This is an optimization exercise on Yosys and OpenROAD, whose aim is small area, not a production implementation.
Only simulation tests tie the RTL to the original design; equivalence was not proved. No driver is modelled on the clock port, so clocking that relies on it looks cheaper here than on a real chip.

==> inputs of run F <==
==> flow/design.v <==
package fc_pkg;
    typedef logic signed [7:0]  act_t;
    typedef logic signed [15:0] acc_t;
    typedef enum logic [1:0] {
        R_IDLE,
        R_FETCH,
        R_SEND
    } rd_state_t;
    localparam int ACT_MAX = 127;
    localparam int ACT_MIN = -128;
endpackage
module act_requant (
    input  fc_pkg::acc_t x_i,
    input  logic       relu_en_i,
    input  logic [3:0] shift_amt_i,
    output fc_pkg::act_t y_o,
    output logic       sat_o
);
    logic signed [16:0] a;
    logic [6:0]  diff;
    logic        hi_ok, pos, in_range, kill;
    logic [7:0]  rnd;
    always_comb begin
        a     = $signed({x_i, 1'b0}) >>> shift_amt_i;
        diff  = x_i[14:8] ^ {7{x_i[15]}};
        hi_ok = ~|(diff & (7'h7f << shift_amt_i));
        pos   = ~x_i[15];
        in_range = hi_ok & (pos ? (~a[8] & ~&a[7:0]) : (a[8] | &a[7:0]));
        rnd   = a[8:1] + {7'd0, a[0]};
        kill  = relu_en_i & x_i[15];
        sat_o = ~kill & ~in_range;
        if (kill)          y_o = 8'sd0;
        else if (in_range) y_o = rnd;
        else               y_o = pos ? 8'sd127 : -8'sd128;
    end
endmodule
module fc_act_writeback #(
    parameter int NODES = 200,
    parameter int DW    = 16,
    parameter int OW    = 8,
    parameter int IW    = $clog2(NODES)
) (
    input  logic          clk,
    input  logic          rst,
    input  logic          in_valid,
    input  logic [DW-1:0] in_x,
    output logic          in_ready,
    input  logic          relu_en,
    input  logic [3:0]    shift_amt,
    output logic          out_valid,
    input  logic          out_ready,
    output logic [OW-1:0] out_data,
    output logic [IW-1:0] out_idx,
    output logic          out_last,
    output logic          sat_pulse
);
    localparam logic [IW-1:0] LAST_IDX = IW'(NODES - 1);
    localparam int MB = 8 * NODES;
    logic [MB-1:0] bank0_q;
    logic [MB-1:0] bank1_q;
    logic [1:0]    full_q, full_d;
    logic          wr_bank_q, rd_bank_q;
    logic [IW-1:0] wr_cnt_q, out_idx_q;
    logic          s1_valid_q, sat_pulse_q, out_valid_q, fetch_q;
    fc_pkg::act_t  s1_data_q;
    logic          sh0_q, sh1_q, hold0_q, hold1_q, phase_q;
    fc_pkg::act_t  rq_y;
    logic          rq_sat, accept, last_wr, wr_tgt, out_at_last;
    logic          rd_issue, rd_adv, rd_free, shift0, shift1;
    fc_pkg::act_t  tail0, tail1;
    act_requant u_requant (
        .x_i         (fc_pkg::acc_t'(in_x)),
        .relu_en_i   (relu_en),
        .shift_amt_i (shift_amt),
        .y_o         (rq_y),
        .sat_o       (rq_sat)
    );
    assign last_wr  = s1_valid_q && (wr_cnt_q == LAST_IDX);
    assign in_ready = !rst && !full_q[wr_bank_q] && !(last_wr && full_q[~wr_bank_q]);
    assign accept   = in_valid && in_ready;
    assign wr_tgt   = wr_bank_q ^ last_wr;
    assign out_at_last = (out_idx_q == LAST_IDX);
    assign rd_issue = !fetch_q && !out_valid_q && full_q[rd_bank_q];
    assign rd_adv   = out_valid_q && out_ready && !out_at_last;
    assign rd_free  = out_valid_q && out_ready && out_at_last;
    assign shift0 = (accept && !wr_tgt) || (rd_adv && !rd_bank_q);
    assign shift1 = (accept &&  wr_tgt) || (rd_adv &&  rd_bank_q);
    always_comb begin
        full_d = full_q;
        if (last_wr) full_d[wr_bank_q] = 1'b1;
        if (rd_free) full_d[rd_bank_q] = 1'b0;
    end
    always_ff @(posedge clk) begin
        s1_data_q <= rq_y ^ {8{~phase_q}};
        sh0_q     <= shift0;
        hold0_q   <= !shift0;
        sh1_q     <= shift1;
        hold1_q   <= !shift1;
        bank0_q   <= ~((bank0_q | {MB{sh0_q}}) & ({bank0_q[MB-9:0], s1_data_q} | {MB{hold0_q}}));
        bank1_q   <= ~((bank1_q | {MB{sh1_q}}) & ({bank1_q[MB-9:0], s1_data_q} | {MB{hold1_q}}));
    end
    always_ff @(posedge clk or posedge rst) begin
        if (rst) begin
            phase_q     <= 1'b0;
            s1_valid_q  <= 1'b0;
            sat_pulse_q <= 1'b0;
            wr_cnt_q    <= '0;
            wr_bank_q   <= 1'b0;
            full_q      <= 2'b00;
        end else begin
            phase_q     <= ~phase_q;
            s1_valid_q  <= accept;
            sat_pulse_q <= accept && rq_sat;
            full_q      <= full_d;
            if (s1_valid_q) begin
                if (last_wr) begin
                    wr_cnt_q  <= '0;
                    wr_bank_q <= ~wr_bank_q;
                end else begin
                    wr_cnt_q <= wr_cnt_q + IW'(1);
                end
            end
        end
    end
    always_ff @(posedge clk or posedge rst) begin
        if (rst) begin
            fetch_q     <= 1'b0;
            out_valid_q <= 1'b0;
            rd_bank_q   <= 1'b0;
            out_idx_q   <= '0;
        end else begin
            fetch_q <= rd_issue;
            if (fetch_q) out_valid_q <= 1'b1;
            if (rd_adv) out_idx_q <= out_idx_q + IW'(1);
            if (rd_free) begin
                out_valid_q <= 1'b0;
                out_idx_q   <= '0;
                rd_bank_q   <= ~rd_bank_q;
            end
        end
    end
    assign tail0 = sh0_q ? bank0_q[MB-9 -: 8] : bank0_q[MB-1 -: 8];
    assign tail1 = sh1_q ? bank1_q[MB-9 -: 8] : bank1_q[MB-1 -: 8];
    assign out_valid = out_valid_q;
    assign out_data  = (rd_bank_q ? tail1 : tail0) ^ {8{phase_q}};
    assign out_idx   = out_idx_q;
    assign out_last  = out_valid_q && out_at_last;
    assign sat_pulse = sat_pulse_q;
endmodule
==> flow/flow/run.sh <==
#!/bin/bash
set -e
export CTS_ARGS="-sink_clustering_enable -repair_clock_nets -dont_use_dummy_load -sink_clustering_size 20 -sink_clustering_max_diameter 60 -buf_list sky130_fd_sc_hd__clkbuf_8"
export BUFFER_PORTS_ARGS="-buffer_cell sky130_fd_sc_hd__buf_1"
bash standard.sh > standard.log 2>&1
==> flow/standard.sh <==
#!/bin/bash
# synth_recipe.tcl (not shown) runs the flow's synth.tcl, then flattens the netlist and writes it again
# the make line also repeats each setting of config.mk as NAME=value (left out here)
make -C /OpenROAD-flow-scripts/flow DESIGN_CONFIG=/design/flow/config.mk WORK_HOME=/design/flow/orfs CLKGATE_MAP_FILE= SYNTH_SCRIPT=/design/flow/synth_recipe.tcl "${@:-finish}"
==> flow/config.mk <==
export PLATFORM = sky130hd
export DESIGN_NAME = fc_act_writeback
export DESIGN_NICKNAME = fc_act_writeback
export VERILOG_FILES = /design/flow/design.v
export SDC_FILE = /design/flow/constraint.sdc
export NUM_CORES = 4
export LEC_CHECK = 0
export ABC_AREA = 1
export CAP_MARGIN = 0
export CORE_MARGIN = 2
export CORE_UTILIZATION = 70
export GPL_TIMING_DRIVEN = 0
export PLACE_DENSITY = 0.8
export SLEW_MARGIN = 0
==> flow/constraint.sdc <==
create_clock -name core_clock -period 6.5 [get_ports {clk}]
set_input_delay 1.3000 -clock core_clock [delete_from_list [all_inputs] [get_ports {clk}]]
set_output_delay 1.3000 -clock core_clock [all_outputs]
set_load 0.01 [all_outputs]
==> run M (differences from run F) <==
GPL_TIMING_DRIVEN = not set   (was 0)
==> run Y (differences from run F) <==
==> flow/design.v, changed modules only <==
module act_requant (
    input  fc_pkg::acc_t x_i,
    input  logic       relu_en_i,
    input  logic [3:0] shift_amt_i,
    output fc_pkg::act_t y_o,
    output logic       sat_o
);
    localparam logic signed [16:0] HI = 17'(fc_pkg::ACT_MAX);
    localparam logic signed [16:0] LO = 17'(fc_pkg::ACT_MIN);
    logic signed [16:0] v;
    logic signed [16:0] sum;
    logic signed [16:0] r;
    always_comb begin
        v     = (relu_en_i && x_i < 0) ? 17'sd0 : $signed({x_i[15], x_i});
        sum   = v;
        r     = v;
        if (shift_amt_i != 4'd0) begin
            sum = v + (17'sd1 <<< (shift_amt_i - 4'd1));
            r   = sum >>> shift_amt_i;
        end
        sat_o = 1'b0;
        y_o   = r[7:0];
        if (r > HI) begin
            y_o   = 8'(fc_pkg::ACT_MAX);
            sat_o = 1'b1;
        end else if (r < LO) begin
            y_o   = 8'(fc_pkg::ACT_MIN);
            sat_o = 1'b1;
        end
    end
endmodule
module fc_act_writeback #(
    parameter int NODES = 200,
    parameter int DW    = 16,
    parameter int OW    = 8,
    parameter int IW    = $clog2(NODES)
) (
    input  logic          clk,
    input  logic          rst,
    input  logic          in_valid,
    input  logic [DW-1:0] in_x,
    output logic          in_ready,
    input  logic          relu_en,
    input  logic [3:0]    shift_amt,
    output logic          out_valid,
    input  logic          out_ready,
    output logic [OW-1:0] out_data,
    output logic [IW-1:0] out_idx,
    output logic          out_last,
    output logic          sat_pulse
);
    localparam logic [IW-1:0] LAST_IDX = IW'(NODES - 1);
    localparam int MB = 8 * NODES;
    logic [MB-1:0] bank0_q;
    logic [MB-1:0] bank1_q;
    logic [1:0]    full_q, full_d;
    logic          wr_bank_q, rd_bank_q;
    logic [IW-1:0] wr_cnt_q, out_idx_q;
    logic          s1_valid_q, sat_pulse_q, out_valid_q, fetch_q;
    fc_pkg::act_t  s1_data_q;
    logic          sh0_q, sh1_q, hold0_q, hold1_q;
    fc_pkg::act_t  rq_y;
    logic          rq_sat, accept, last_wr, wr_tgt, out_at_last;
    logic          rd_issue, rd_adv, rd_free, shift0, shift1;
    fc_pkg::act_t  tail0, tail1;
    act_requant u_requant (
        .x_i         (fc_pkg::acc_t'(in_x)),
        .relu_en_i   (relu_en),
        .shift_amt_i (shift_amt),
        .y_o         (rq_y),
        .sat_o       (rq_sat)
    );
    assign last_wr  = s1_valid_q && (wr_cnt_q == LAST_IDX);
    assign in_ready = !rst && !full_q[wr_bank_q] && !(last_wr && full_q[~wr_bank_q]);
    assign accept   = in_valid && in_ready;
    assign wr_tgt   = wr_bank_q ^ last_wr;
    assign out_at_last = (out_idx_q == LAST_IDX);
    assign rd_issue = !fetch_q && !out_valid_q && full_q[rd_bank_q];
    assign rd_adv   = out_valid_q && out_ready && !out_at_last;
    assign rd_free  = out_valid_q && out_ready && out_at_last;
    assign shift0 = (accept && !wr_tgt) || (rd_adv && !rd_bank_q);
    assign shift1 = (accept &&  wr_tgt) || (rd_adv &&  rd_bank_q);
    always_comb begin
        full_d = full_q;
        if (last_wr) full_d[wr_bank_q] = 1'b1;
        if (rd_free) full_d[rd_bank_q] = 1'b0;
    end
    always_ff @(posedge clk) begin
        s1_data_q <= rq_y;
        sh0_q     <= shift0;
        hold0_q   <= !shift0;
        sh1_q     <= shift1;
        hold1_q   <= !shift1;
        bank0_q   <= ({bank0_q[MB-9:0], s1_data_q} & {MB{sh0_q}}) | (bank0_q & {MB{hold0_q}});
        bank1_q   <= ({bank1_q[MB-9:0], s1_data_q} & {MB{sh1_q}}) | (bank1_q & {MB{hold1_q}});
    end
    always_ff @(posedge clk or posedge rst) begin
        if (rst) begin
            s1_valid_q  <= 1'b0;
            sat_pulse_q <= 1'b0;
            wr_cnt_q    <= '0;
            wr_bank_q   <= 1'b0;
            full_q      <= 2'b00;
        end else begin
            s1_valid_q  <= accept;
            sat_pulse_q <= accept && rq_sat;
            full_q      <= full_d;
            if (s1_valid_q) begin
                if (last_wr) begin
                    wr_cnt_q  <= '0;
                    wr_bank_q <= ~wr_bank_q;
                end else begin
                    wr_cnt_q <= wr_cnt_q + IW'(1);
                end
            end
        end
    end
    always_ff @(posedge clk or posedge rst) begin
        if (rst) begin
            fetch_q     <= 1'b0;
            out_valid_q <= 1'b0;
            rd_bank_q   <= 1'b0;
            out_idx_q   <= '0;
        end else begin
            fetch_q <= rd_issue;
            if (fetch_q) out_valid_q <= 1'b1;
            if (rd_adv) out_idx_q <= out_idx_q + IW'(1);
            if (rd_free) begin
                out_valid_q <= 1'b0;
                out_idx_q   <= '0;
                rd_bank_q   <= ~rd_bank_q;
            end
        end
    end
    assign tail0 = sh0_q ? bank0_q[MB-9 -: 8] : bank0_q[MB-1 -: 8];
    assign tail1 = sh1_q ? bank1_q[MB-9 -: 8] : bank1_q[MB-1 -: 8];
    assign out_valid = out_valid_q;
    assign out_data  = rd_bank_q ? tail1 : tail0;
    assign out_idx   = out_idx_q;
    assign out_last  = out_valid_q && out_at_last;
    assign sat_pulse = sat_pulse_q;
endmodule
==> flow/run.sh (new file) <==
#!/bin/bash
# synth_recipe.tcl (not shown) runs the flow's synth.tcl, then flattens the netlist and writes it again
# the make line also repeats each setting of config.mk as NAME=value (left out here)
make -C /OpenROAD-flow-scripts/flow DESIGN_CONFIG=/design/flow/config.mk WORK_HOME=/design/flow/orfs CLKGATE_MAP_FILE= SYNTH_SCRIPT=/design/flow/synth_recipe.tcl finish
ABC_AREA = not set   (was 1)
CAP_MARGIN = 20   (was 0)
CORE_UTILIZATION = 40   (was 70)
GPL_TIMING_DRIVEN = not set   (was 0)
PLACE_DENSITY = not set   (was 0.8)
SLEW_MARGIN = 20   (was 0)
removed: flow/flow/run.sh
removed: flow/standard.sh
==> run E (differences from run F) <==
==> flow/flow/run.sh (replaced) <==
#!/bin/bash
set -e
export CTS_ARGS="-sink_clustering_enable -repair_clock_nets -dont_use_dummy_load -sink_clustering_size 30 -sink_clustering_max_diameter 100"
export BUFFER_PORTS_ARGS="-buffer_cell sky130_fd_sc_hd__buf_1"
bash standard.sh > standard.log 2>&1
ABC_AREA = not set   (was 1)
CAP_MARGIN = 20   (was 0)
CORE_UTILIZATION = 40   (was 70)
GPL_TIMING_DRIVEN = not set   (was 0)
PLACE_DENSITY = not set   (was 0.8)
SLEW_MARGIN = 20   (was 0)
==> impl_metrics.toml <==
[outcome]
result_of_the_run = "finished clean"

[floorplanning]
die-height_um = 501

[place]
place_ws_ns = 0.265

[clock_tree]
worst_setup_hold_path_clk_slew_ns = 0.06

[logic_synthesis]
synth_fp_nets = 7689
synth-compound-area-share = 0.296

[sta]
final.setup.worst_slack_ns = 1.15

[layout]
num-nonclk-buffers = 128

[grt]
antenna_found_initial = 4
The numbers above come from run Y.

==> impl_metrics.toml <==
[clock_tree]
worst_setup_hold_path_clk_slew_ns = 0.11

[floorplanning]
rows = 131
die-height_um = 362

[logic_synthesis]
synth-compound-area-share = 0.228
synth_fp_nets = 7573

[sta]
final.setup.worst_slack_ns = 2.09

[place]
place_ws_ns = 2.03

[outcome]
result_of_the_run = "finished clean"

[grt]
antenna_found_initial = 15

[pwr]
top_power_group = "registers"

[layout]
num-nonclk-buffers = 772
The numbers above come from run F.

==> impl_metrics.toml <==
[floorplanning]
die-height_um = 362

[layout]
layout.nets = 7126
num-nonclk-buffers = 98

[clock_tree]
worst_setup_hold_path_clk_slew_ns = 0.11

[outcome]
result_of_the_run = "finished clean"

[logic_synthesis]
synth_fp_nets = 7573

[sta]
final.setup.worst_slack_ns = 2.16

[grt]
antenna_found_initial = 20
The numbers above come from run M.

==> impl_metrics.toml <==
[outcome]
result_of_the_run = "finished clean"

[logic_synthesis]
synth_fp_nets = 7453
synth-compound-area-share = 0.229

[place]
place_ws_ns = 0.999
finalWeightedCongestion = 0.711

[drt]
wl_met3_mm = 3.04

[clock_tree]
tritoncts_buffers = 119
worst_setup_hold_path_clk_slew_ns = 0.11

[layout]
regArea_um2 = 64900

[pwr]
finalPower_mw = 33.6

[sta]
setup_viol = 0

[floorplanning]
die-height_um = 478
The numbers above come from run E.

[what the ideal ports hide]
How much do the figures lean on ideal ports? The routed layouts below were timed once more, with nothing changed but the port constraints. Step 1, drivers: a clkbuf_16 drives clk and a buf_2 each remaining input, both assumed. Step 2 adds t to the input delays and takes it off the output delays; t is the mean of the earliest and latest rising clock arrival at the registers after step 1. Input paths then give back, and output paths get back, about the clock's delay inside the block. a / b / c = no drivers / after step 1 / after step 2; a / b = the first two.
run	t (ns)	slack for setup (ns)	worst setup path at the end	worst register clock-pin slew, ns
run F	0.981	2.086 / 2.058 / 2.029	input to register	0.12 / 0.12
run M	0.956	2.157 / 2.084 / 1.421	input to register	0.12 / 0.12
run Y	0.982	1.146 / 1.199 / 0.216	input to register	0.07 / 0.07
run E	0.841	1.791 / 1.848 / 1.007	input to register	0.11 / 0.11
After both steps every run listed still meets setup and hold. The setup slack of run Y, which loses most, moves by +0.053 ns with the drivers and by -0.930 ns with both steps.
